This design comes from an exercise in tuning for small area, a short achievable clock period and few clock cycles on the open sky130 flow, not from production work. Only simulation tests tie the RTL to the original design; equivalence was not proved. Power figures rest on the tool's default switching activity, not on a simulated workload.

==> design.v <==
`timescale 1ns/1ps
package cache_pkg;
	localparam int ADDR_WIDTH = 32;                  
	localparam int DATA_WIDTH = 32;
	localparam int BYTE_SEL_WIDTH = $clog2(DATA_WIDTH / 8);
	localparam int TAG_MAX = 28;
	localparam int META_WIDTH = TAG_MAX + 2;
	typedef logic [DATA_WIDTH-1:0] word_t;
	typedef logic [DATA_WIDTH/8-1:0] byte_en_t;
	typedef struct packed {
		logic               valid;
		logic               dirty;
		logic [TAG_MAX-1:0] tag;
	} line_meta_t;
endpackage
`timescale 1ns/1ps
package mem_bus_pkg;
	localparam logic BUS_READ  = 1'b0;    
	localparam logic BUS_WRITE = 1'b1;    
	typedef enum logic [2:0] {
		IDLE      = 3'd0,    
		WB_BURST  = 3'd1,    
		WB_DONE   = 3'd2,    
		RF_BURST  = 3'd3,    
		RF_FINISH = 3'd4     
	} miss_state_t;
endpackage
`timescale 1ns/1ps
module cache_ram #(
	parameter int DEPTH_WIDTH = 2,
	parameter int WIDTH       = 32
) (
	input  logic                   clk,
	input  logic                   rst,
	input  logic [DEPTH_WIDTH-1:0] rd_addr,
	output logic [WIDTH-1:0]       rd_data,
	input  logic                   we,
	input  logic [DEPTH_WIDTH-1:0] wr_addr,
	input  logic [WIDTH-1:0]       wr_data
);
	localparam int DEPTH = 2 ** DEPTH_WIDTH;
	logic [WIDTH-1:0] mem [DEPTH];
	always_ff @(posedge clk or negedge rst) begin
		if (!rst) begin
			for (int i = 0; i < DEPTH; i++) begin
				mem[i] <= '0;
			end
		end else if (we) begin
			mem[wr_addr] <= wr_data;
		end
	end
	assign rd_data = mem[rd_addr];    
endmodule
`timescale 1ns/1ps
module cache_lookup #(
	parameter int NUM_WAYS     = 2,
	parameter int INDEX_WIDTH  = 2,
	parameter int OFFSET_WIDTH = 2,
	localparam int WAY_W  = (NUM_WAYS > 1) ? $clog2(NUM_WAYS) : 1,
	localparam int META_W = cache_pkg::META_WIDTH
) (
	input  logic [cache_pkg::ADDR_WIDTH-1:0]   cpu_addr,
	input  logic [NUM_WAYS*META_W-1:0]         rd_meta,       
	input  logic [WAY_W-1:0]                   rr_ptr,
	output logic [INDEX_WIDTH-1:0]             index,
	output logic [cache_pkg::TAG_MAX-1:0]      tag,
	output logic                               hit,
	output logic [WAY_W-1:0]                   hit_way,
	output logic [WAY_W-1:0]                   victim_way,
	output logic [META_W-1:0]                  victim_meta
);
	localparam int LINE_LSB = OFFSET_WIDTH + cache_pkg::BYTE_SEL_WIDTH;
	localparam int TAG_WIDTH = cache_pkg::ADDR_WIDTH - INDEX_WIDTH - LINE_LSB;
	logic [NUM_WAYS-1:0] way_hit;
	logic [NUM_WAYS-1:0] way_free;
	assign index = cpu_addr[LINE_LSB +: INDEX_WIDTH];
	always_comb begin
		tag = '0;
		tag[TAG_WIDTH-1:0] = cpu_addr[cache_pkg::ADDR_WIDTH-1 -: TAG_WIDTH];
	end
	always_comb begin
		for (int w = 0; w < NUM_WAYS; w++) begin
			way_hit[w]  = rd_meta[w*META_W + META_W - 1] &&
				(rd_meta[w*META_W +: cache_pkg::TAG_MAX] == tag);
			way_free[w] = !rd_meta[w*META_W + META_W - 1];
		end
	end
	always_comb begin
		hit        = |way_hit;
		hit_way    = '0;
		victim_way = rr_ptr;    
		for (int w = NUM_WAYS - 1; w >= 0; w--) begin
			if (way_hit[w])
				hit_way = WAY_W'(w);
			if (way_free[w])
				victim_way = WAY_W'(w);
		end
		victim_meta = rd_meta[victim_way*META_W +: META_W];
	end
endmodule
`timescale 1ns/1ps
module cache_miss_fsm #(
	parameter int NUM_WAYS     = 2,
	parameter int INDEX_WIDTH  = 2,
	parameter int OFFSET_WIDTH = 2,
	localparam int WAY_W  = (NUM_WAYS > 1) ? $clog2(NUM_WAYS) : 1,
	localparam int META_W = cache_pkg::META_WIDTH
) (
	input  logic                             clk,
	input  logic                             rst,
	input  logic [cache_pkg::ADDR_WIDTH-1:0] cpu_addr,
	input  cache_pkg::byte_en_t              cpu_byte_en,
	input  logic                             cpu_read,
	input  logic                             cpu_write,
	input  cache_pkg::word_t                 cpu_wr_data,
	output cache_pkg::word_t                 cpu_rd_data,
	output logic                             cpu_stall,
	output logic [cache_pkg::ADDR_WIDTH-1:0] mem_addr,
	output logic                             mem_addr_valid,
	output logic                             mem_we,
	output cache_pkg::word_t                 mem_wr_data,
	output logic                             mem_wr_valid,
	output logic                             mem_wr_last,
	input  logic                             mem_addr_ready,
	input  logic                             mem_rd_valid,
	input  cache_pkg::word_t                 mem_rd_data,
	input  logic                             mem_wr_ready,
	input  logic                             mem_wr_done,
	output logic [OFFSET_WIDTH-1:0]          rd_off,
	output logic                             meta_we,
	output logic [WAY_W-1:0]                 meta_way,
	output logic [META_W-1:0]                meta_wdata,
	output logic                             data_we,
	output logic [WAY_W-1:0]                 data_way,
	output logic [OFFSET_WIDTH-1:0]          data_off,
	output cache_pkg::word_t                 data_wdata,
	output logic [WAY_W-1:0]                 rr_ptr,
	input  logic [INDEX_WIDTH-1:0]           index,
	input  logic [cache_pkg::TAG_MAX-1:0]    tag,
	input  logic                             hit,
	input  logic [WAY_W-1:0]                 hit_way,
	input  logic [WAY_W-1:0]                 victim_way,
	input  logic [META_W-1:0]                victim_meta,
	input  logic [NUM_WAYS*cache_pkg::DATA_WIDTH-1:0] rd_data    
);
	localparam int LINE_LSB = OFFSET_WIDTH + cache_pkg::BYTE_SEL_WIDTH;
	localparam int TAG_WIDTH = cache_pkg::ADDR_WIDTH - INDEX_WIDTH - LINE_LSB;
	localparam int DW = cache_pkg::DATA_WIDTH;
	localparam logic [OFFSET_WIDTH-1:0] LAST_BEAT = '1;
	mem_bus_pkg::miss_state_t state;
	logic [OFFSET_WIDTH-1:0] beat;         
	logic [WAY_W-1:0] vway;
	logic [OFFSET_WIDTH-1:0] cpu_off;
	logic cpu_req;
	logic miss;
	logic wb_needed;
	logic victim_valid;
	logic victim_dirty;
	logic [cache_pkg::ADDR_WIDTH-1:0] victim_addr;
	logic [cache_pkg::ADDR_WIDTH-1:0] refill_addr;
	cache_pkg::word_t merged;
	assign victim_valid = victim_meta[META_W-1];
	assign victim_dirty = victim_meta[META_W-2];
	assign cpu_off   = cpu_addr[cache_pkg::BYTE_SEL_WIDTH +: OFFSET_WIDTH];
	assign cpu_req   = cpu_read || cpu_write;
	assign miss      = cpu_req && !hit;
	assign wb_needed = victim_valid && victim_dirty;
	assign victim_addr = {victim_meta[TAG_WIDTH-1:0], index, {LINE_LSB{1'b0}}};
	assign refill_addr = {cpu_addr[cache_pkg::ADDR_WIDTH-1:LINE_LSB], {LINE_LSB{1'b0}}};
	assign cpu_stall   = cpu_req && (state != mem_bus_pkg::IDLE || !hit);
	assign cpu_rd_data = rd_data[hit_way*DW +: DW];
	assign rd_off      = (state == mem_bus_pkg::IDLE) ? cpu_off : beat;
	assign mem_wr_data = rd_data[vway*DW +: DW];
	assign mem_wr_last = mem_wr_valid && (beat == LAST_BEAT);
	always_comb begin
		merged = rd_data[hit_way*DW +: DW];
		for (int b = 0; b < DW / 8; b++) begin
			if (cpu_byte_en[b])
				merged[8*b +: 8] = cpu_wr_data[8*b +: 8];
		end
	end
	always_comb begin
		data_we    = 1'b0;
		data_way   = hit_way;
		data_off   = cpu_off;
		data_wdata = merged;
		meta_we    = 1'b0;
		meta_way   = hit_way;
		meta_wdata = {1'b1, 1'b1, tag};
		case (state)
			mem_bus_pkg::IDLE: begin
				data_we = cpu_write && hit;    
				meta_we = cpu_write && hit;
			end
			mem_bus_pkg::WB_DONE: begin
				meta_we    = mem_wr_done;    
				meta_way   = vway;
				meta_wdata = '0;
			end
			mem_bus_pkg::RF_BURST: begin
				data_we    = mem_rd_valid;
				data_way   = vway;
				data_off   = beat;
				data_wdata = mem_rd_data;
			end
			mem_bus_pkg::RF_FINISH: begin
				meta_we    = 1'b1;
				meta_way   = vway;
				meta_wdata = {1'b1, 1'b0, tag};
			end
			default: begin
			end
		endcase
	end
	always_ff @(posedge clk or negedge rst) begin
		if (!rst) begin
			state          <= mem_bus_pkg::IDLE;
			beat           <= '0;
			rr_ptr         <= '0;
			mem_addr_valid <= 1'b0;
			mem_we         <= mem_bus_pkg::BUS_READ;
			mem_wr_valid   <= 1'b0;
		end else begin
			if (mem_addr_valid && mem_addr_ready)
				mem_addr_valid <= 1'b0;    
			case (state)
				mem_bus_pkg::IDLE: begin
					if (miss) begin
						beat           <= '0;
						mem_addr_valid <= 1'b1;
						if (wb_needed) begin
							state        <= mem_bus_pkg::WB_BURST;
							mem_we       <= mem_bus_pkg::BUS_WRITE;
							mem_wr_valid <= 1'b1;
						end else begin
							state  <= mem_bus_pkg::RF_BURST;
							mem_we <= mem_bus_pkg::BUS_READ;
						end
					end
				end
				mem_bus_pkg::WB_BURST: begin
					if (mem_wr_valid && mem_wr_ready) begin
						if (beat == LAST_BEAT) begin
							mem_wr_valid <= 1'b0;
							state        <= mem_bus_pkg::WB_DONE;
						end else begin
							beat <= beat + 1'b1;
						end
					end
				end
				mem_bus_pkg::WB_DONE: begin
					if (mem_wr_done) begin    
						beat           <= '0;
						mem_addr_valid <= 1'b1;
						mem_we         <= mem_bus_pkg::BUS_READ;
						state          <= mem_bus_pkg::RF_BURST;
					end
				end
				mem_bus_pkg::RF_BURST: begin
					if (mem_rd_valid) begin
						beat <= beat + 1'b1;
						if (beat == LAST_BEAT)
							state <= mem_bus_pkg::RF_FINISH;
					end
				end
				mem_bus_pkg::RF_FINISH: begin
					rr_ptr <= (rr_ptr == WAY_W'(NUM_WAYS - 1)) ? '0 : rr_ptr + 1'b1;
					state  <= mem_bus_pkg::IDLE;
				end
				default: state <= mem_bus_pkg::IDLE;
			endcase
		end
	end
	always_ff @(posedge clk) begin
		if (state == mem_bus_pkg::IDLE && miss) begin
			vway     <= victim_way;
			mem_addr <= wb_needed ? victim_addr : refill_addr;
		end else if (state == mem_bus_pkg::WB_DONE && mem_wr_done) begin
			mem_addr <= refill_addr;
		end
	end
endmodule
`timescale 1ns/1ps
module dcache_top #(
	parameter int NUM_WAYS     = 2,
	parameter int INDEX_WIDTH  = 2,
	parameter int OFFSET_WIDTH = 2
) (
	input  logic                             clk,
	input  logic                             rst,
	input  logic [cache_pkg::ADDR_WIDTH-1:0] cpu_addr,
	input  cache_pkg::byte_en_t              cpu_byte_en,
	input  logic                             cpu_read,
	input  logic                             cpu_write,
	input  cache_pkg::word_t                 cpu_wr_data,
	output cache_pkg::word_t                 cpu_rd_data,
	output logic                             cpu_stall,
	output logic [cache_pkg::ADDR_WIDTH-1:0] mem_addr,
	output logic                             mem_addr_valid,
	output logic                             mem_we,
	output cache_pkg::word_t                 mem_wr_data,
	output logic                             mem_wr_valid,
	output logic                             mem_wr_last,
	input  logic                             mem_addr_ready,
	input  logic                             mem_rd_valid,
	input  cache_pkg::word_t                 mem_rd_data,
	input  logic                             mem_wr_ready,
	input  logic                             mem_wr_done
);
	localparam int WAY_W  = (NUM_WAYS > 1) ? $clog2(NUM_WAYS) : 1;
	localparam int META_W = cache_pkg::META_WIDTH;
	localparam int DW     = cache_pkg::DATA_WIDTH;
	logic [OFFSET_WIDTH-1:0]          rd_off;
	logic                             meta_we;
	logic [WAY_W-1:0]                 meta_way;
	logic [META_W-1:0]                meta_wdata;
	logic                             data_we;
	logic [WAY_W-1:0]                 data_way;
	logic [OFFSET_WIDTH-1:0]          data_off;
	cache_pkg::word_t                 data_wdata;
	logic [WAY_W-1:0]                 rr_ptr;
	logic [INDEX_WIDTH-1:0]           index;
	logic [cache_pkg::TAG_MAX-1:0]    tag;
	logic                             hit;
	logic [WAY_W-1:0]                 hit_way;
	logic [WAY_W-1:0]                 victim_way;
	logic [META_W-1:0]                victim_meta;
	logic [NUM_WAYS*META_W-1:0]       rd_meta;
	logic [NUM_WAYS*DW-1:0]           rd_data;
	cache_lookup #(
		.NUM_WAYS     (NUM_WAYS),
		.INDEX_WIDTH  (INDEX_WIDTH),
		.OFFSET_WIDTH (OFFSET_WIDTH)
	) u_lookup (
		.cpu_addr    (cpu_addr),
		.rd_meta     (rd_meta),
		.rr_ptr      (rr_ptr),
		.index       (index),
		.tag         (tag),
		.hit         (hit),
		.hit_way     (hit_way),
		.victim_way  (victim_way),
		.victim_meta (victim_meta)
	);
	cache_miss_fsm #(
		.NUM_WAYS     (NUM_WAYS),
		.INDEX_WIDTH  (INDEX_WIDTH),
		.OFFSET_WIDTH (OFFSET_WIDTH)
	) u_miss_fsm (
		.clk, .rst,
		.cpu_addr, .cpu_byte_en, .cpu_read, .cpu_write, .cpu_wr_data,
		.cpu_rd_data, .cpu_stall,
		.mem_addr, .mem_addr_valid, .mem_we, .mem_wr_data, .mem_wr_valid, .mem_wr_last,
		.mem_addr_ready, .mem_rd_valid, .mem_rd_data, .mem_wr_ready, .mem_wr_done,
		.rd_off, .meta_we, .meta_way, .meta_wdata,
		.data_we, .data_way, .data_off, .data_wdata, .rr_ptr,
		.index, .tag, .hit, .hit_way, .victim_way, .victim_meta, .rd_data
	);
	for (genvar w = 0; w < NUM_WAYS; w++) begin : g_way
		cache_ram #(
			.DEPTH_WIDTH (INDEX_WIDTH),
			.WIDTH       (META_W)
		) u_meta_ram (
			.clk, .rst,
			.rd_addr (index),
			.rd_data (rd_meta[w*META_W +: META_W]),
			.we      (meta_we && (meta_way == WAY_W'(w))),
			.wr_addr (index),
			.wr_data (meta_wdata)
		);
		cache_ram #(
			.DEPTH_WIDTH (INDEX_WIDTH + OFFSET_WIDTH),
			.WIDTH       (DW)
		) u_data_ram (
			.clk, .rst,
			.rd_addr ({index, rd_off}),
			.rd_data (rd_data[w*DW +: DW]),
			.we      (data_we && (data_way == WAY_W'(w))),
			.wr_addr ({index, data_off}),
			.wr_data (data_wdata)
		);
	end
endmodule
==> run.sh <==
#!/bin/bash
# synth_recipe.tcl (not shown) runs the flow's synth.tcl, then flattens the netlist and writes it again
# the make line also repeats each setting of config.mk as NAME=value (left out here)
make -C /OpenROAD-flow-scripts/flow DESIGN_CONFIG=/design/flow/config.mk WORK_HOME=/design/flow/orfs CLKGATE_MAP_FILE= SYNTH_SCRIPT=/design/flow/synth_recipe.tcl finish
==> config.mk <==
export PLATFORM = sky130hd
export DESIGN_NAME = dcache_top
export DESIGN_NICKNAME = dcache_top
export VERILOG_FILES = /design/flow/design.v
export SDC_FILE = /design/flow/constraint.sdc
export NUM_CORES = 4
export LEC_CHECK = 0
export CAP_MARGIN = 20
export CORE_MARGIN = 2
export CORE_UTILIZATION = 40
export PLACE_DENSITY = 0.6
export SLEW_MARGIN = 20
==> constraint.sdc <==
create_clock -name core_clock -period 6.5 [get_ports {clk}]
set_input_delay 1.3000 -clock core_clock [delete_from_list [all_inputs] [get_ports {clk}]]
set_output_delay 1.3000 -clock core_clock [all_outputs]
set_load 0.01 [all_outputs]
==> results by group <==
Timing
  – Final period util: 98.4%
  – RSZ-0062 raised after global routing: false
  – Slew headroom: 25.1%
  – Clock skew: roughly 0.054 ns
  – Endpoints failing hold: 0
  – Final Max Slew Viols: 0
  – Maximum clock frequency: 156 MHz
  – Setup TNS: 0 ns
  – Worst-margin pin slew: 1.12 ns
  – Final setup viols: 0
  – Min Clock Period, post-route: 6.39 ns

Finish
  – Area Overhead vs Synth: 17.1%
  – Post-route cell area: 70000 sq um
  – Final-stage net count: roughly 5900
  – Share of layout cells above drive strength 1: approximately 16%
  – Multi-input gate area: 25000 sq um
  – Finished Core Util: 47.3%
  – Fill cell count: 13600
  – Register area: approximately 32000 sq um

Clock tree
  – CTS tree: yes
  – Clock Tree Root: clkbuf_16
  – H-Tree Depth: 4
  – Clock Sinks: 1286
  – Worst-Skew Late Latency: 0.82 ns
  – Worst-path clk slew: 0.06 ns
  – Num CTS Buffers: 143
  – Max clock buf depth: 3

Worst setup path
  – Crit end category: output pin
  – Crit path launch type: input port
  – CP max-delay cell: clkdlybuf4s50_1
  – Slowest stage delay, CP: 0.63 ns
  – Crit-path most repeated cell: buf_4
  – Buffers plus inverters on the worst setup path: 5
  – Reg2Reg Depth: 12
  – Worst path arrival time: around 5 ns
  – CP Class: in -> out
  – R2R Path End: g_way[0].u_data_ram.mem[14][4]
  – R2r setup slk: 1.93 ns
  – Delay-heaviest family, CP: buffers and inverters
  – Cell chain of the critical path: clkdlybuf4s50_1, nor2b_1, mux2i_4, buf_4, nor2_4, buf_4, a2111oi_0, buf_4, nand3_1, o22a_1, mux2_2, clkdlybuf4s50_1
  – Reg2reg start: g_way[0].u_meta_ram.mem[3][20]
  – CP Max Fanout: 12
  – Critical Path RT: 5.20 ns

Min path
  – Hold crit path type: reg -> reg
  – WHS Path Cells: 2
  – Hold EP: g_way[0].u_meta_ram.mem[1][29]
  – Min-Delay Startpoint: g_way[0].u_meta_ram.mem[1][29]

Logic synthesis
  – YS warnings: 6
  – Top cell type's share of synthesized area: between 50% and 60%
  – Commonest cells post-synth: dfrtp_1 (1257), nor2_1 (1095), a31oi_1 (1035)
  – Async S/R FF share, synth: a little over nine tenths
  – Post-synth top area cell: dfrtp_1
  – Post-synth EDFFs: 29
  – Mean Syn Cell Area: a little over 10 sq um
  – Syn Inst Count: 5774
  – Top post-synthesis cells by area: dfrtp_1 (53%), a31oi_1 (11%), nor2_1 (6.9%)
  – Cell Area, Synth: 59800 sq um
  – #FFs+latches synth: about 1300
  – Post-synthesis cell type count: 74
  – Seq/Total Area, Yosys: a little over half
  – Post-synth top flop: dfrtp_1
  – Most common cell in the synthesized netlist: dfrtp_1

Routing
  – WL per Instance: 27.7 um
  – Iter 0 DRT Violations: around 5700
  – Final ANT Viol Nets: 0
  – Detailed Routing Iterations Pass 1: 6
  – Total Wirelength: roughly 220 mm
  – Routed vias: slightly below 50000
  – DRC: 0
  – Via density: 6.27

Flow run
  – Maximum capacitance violations: 0

Placement
  – Port buffer count: between 200 and 250
  – DP Wirelength: between 100 and 150 mm
  – Routability cong.: roughly 0.86
  – Area after DPL: 65100 sq um

Power and ir drop
  – PD cells: 448 nW/um^2
  – Peak supply drop: about 0.35 mV
  – Total power: 31.4 mW
  – Static Leak: 30.9 nW

Global route
  – Remaining Overflow, GRT: 0
  – Pin count of the biggest net entering global routing: 153
  – Initial antenna violation count: 2
  – First-pass GRT wire length: 324 mm
  – GRT Overall Usage: 28.4%
  – Vias in the first global route: 47900

Floorplanning
  – Die ar.: 152000 sq um
  – Area of the core: 148000 sq um
  – # IOs: 209
  – Initial Util: between 40% and 50%
  – Die Ht: about 390 um
  – Std-Cell Rows: 141
  – Die W: 390 um

Run status
  – Status: finished clean
==> how the worst max path moves through the flow <==
| stage | cells past startpoint | end | start | slack, ns |
|---|---|---|---|---|
| global placement | 12 | cpu_rd_data[1] | cpu_addr[5] | 0.05 |
| detailed placement | 12 | cpu_rd_data[1] | cpu_addr[5] | 0.04 |
| finish | 12 | cpu_rd_data[3] | cpu_addr[2] | 0.11 |
| floorplan | 11 | cpu_rd_data[0] | cpu_addr[5] | 1.11 |
| global route | 12 | cpu_rd_data[1] | cpu_addr[4] | 0.02 |
| CTS | 12 | cpu_rd_data[1] | cpu_addr[5] | 0.01 |
==> cells in the final DEF (no fill, tap or decap), types with 21 or more instances in the layout <==
cell / instances
mux2_2: 227
and3_1: 113
nand2_1: 157
o22ai_1: 34
a31oi_1: 1034
mux4_2: 43
mux2i_1: 127
nand4_1: 28
dfrtp_1: 1257
a2111oi_0: 40
nor2_1: 1078
buf_4: 263
o21ai_0: 39
clkbuf_8: 37
a22oi_1: 224
o21ai_2: 32
xnor2_1: 31
nand3_1: 79
a22o_1: 35
clkbuf_16: 143
mux2_1: 67
clkbuf_1: 32
inv_1: 55
a221oi_1: 43
clkdlybuf4s50_1: 199
buf_12: 60
a21oi_1: 68
edfxtp_1: 29
and2_1: 21
nand2_2: 23
==> registers in the layout, indices dropped and copies added (netlist names) <==
register,count
u_miss_fsm.mem_addr,28
g_way.u_data_ram.mem,1024
u_miss_fsm.vway,1
u_miss_fsm.state,3
u_miss_fsm.rr_ptr,1
u_miss_fsm.beat,2
g_way.u_meta_ram.mem,224
u_miss_fsm.mem_addr_valid,1
u_miss_fsm.mem_wr_valid,1
u_miss_fsm.mem_we,1
==> area by class of cell <==
type                       instances  area share [%]
inverter                          56           0.300
timing repair buffer             529            7.53
clock buffer                     212            6.01
tap                             1930            3.45
multi-input combinational       3811            35.7
sequential                      1286            46.2
antenna                            1         0.00358
clock inverter                    39           0.817
==> power by group <==
group | switching, mW | internal, mW | leakage (nW)
sequential | 1.45 | 10.9 | 17.1
clock | 3.52 | 4.69 | 2.33
combinational | 6.58 | 4.28 | 11.5
total | 11.6 | 19.8 | 30.9
==> worst reg2reg max path: stages, from the launching register on <==
cell and delay, ns:
dfrtp_1 0.38, mux4_2 0.49, xnor2_1 0.27, buf_4 0.20, and4_1 0.19, nand4b_1 0.12, buf_4 0.16, nor4b_2 0.72
nand4_1 0.62, a21oi_4 0.33, buf_4 0.69, nor2_1 0.16, a31oi_1 0.18
==> kinds of logic after synthesis <==
kind of cell | synth area share (%)
AOI/OAI and AO/OA | 19.8
and+or+nand+nor | 11.1
other | 0.00628
DFF | 54.1
xor gates and xnor gates | 0.542
buffers and inverters | 5.13
adders and majority gates | 0.0209
muxes | 9.36
==> metrics by stage <==
stage,setup slack (ns),hold slack [ns],cells
floorplan,1.11,0.445,5777
global placement,0.0511,0.461,7606
detailed placement,0.0441,0.470,7607
CTS,0.0128,0.481,7858
global route,0.0219,0.499,7863
finish,0.106,0.479,7864
==> routing by layer <==
| metal | GRT usage (%) | up-vias | part of all wire [%] |
|---|---|---|---|
| met3 | 5.73 | 506 | 9.3 |
| met1 | 39.0 | 24900 | 41 |
| met5 | 0 | - | 0.0060 |
| li1 | - | 21400 | - |
| met2 | 44.1 | 2500 | 45 |
| met4 | 11.1 | 2 | 4.0 |
==> timing repair <==
action / CTS / global route
hold buffers: 0 / 0
setup endpoints to repair: 0 / 32
setup buffers: 0 / 0
gates resized for setup: 0 / 5
endpoints found under the hold margin: 0 / 0
Testbench counts, summed over its fixed seeds: cycles 248,760.

## re-timing with driven ports
No port has a modelled driver above. Below, the same layout with a new extraction and two added sets of constraints.
Step 1, drivers: a clkbuf_16 drives clk and a buf_2 each remaining input, both assumed.
Step 2 also shifts input and output timing later by t, the mid clock arrival at the registers, as if the neighbouring blocks saw the same clock.
Slacks: no drivers / after step 1 / after step 2; pairs: no drivers / after step 1.
t (ns): 0.875
slack for setup (ns): 0.106 / 0.048 / 0.048
worst register clock-pin slew, ns: 0.06 / 0.06
pins driven straight from the clock port: 1
After both steps this run still meets setup and hold. For this run, drivers alone change the setup slack by -0.058 ns; drivers and shift together by -0.058 ns.
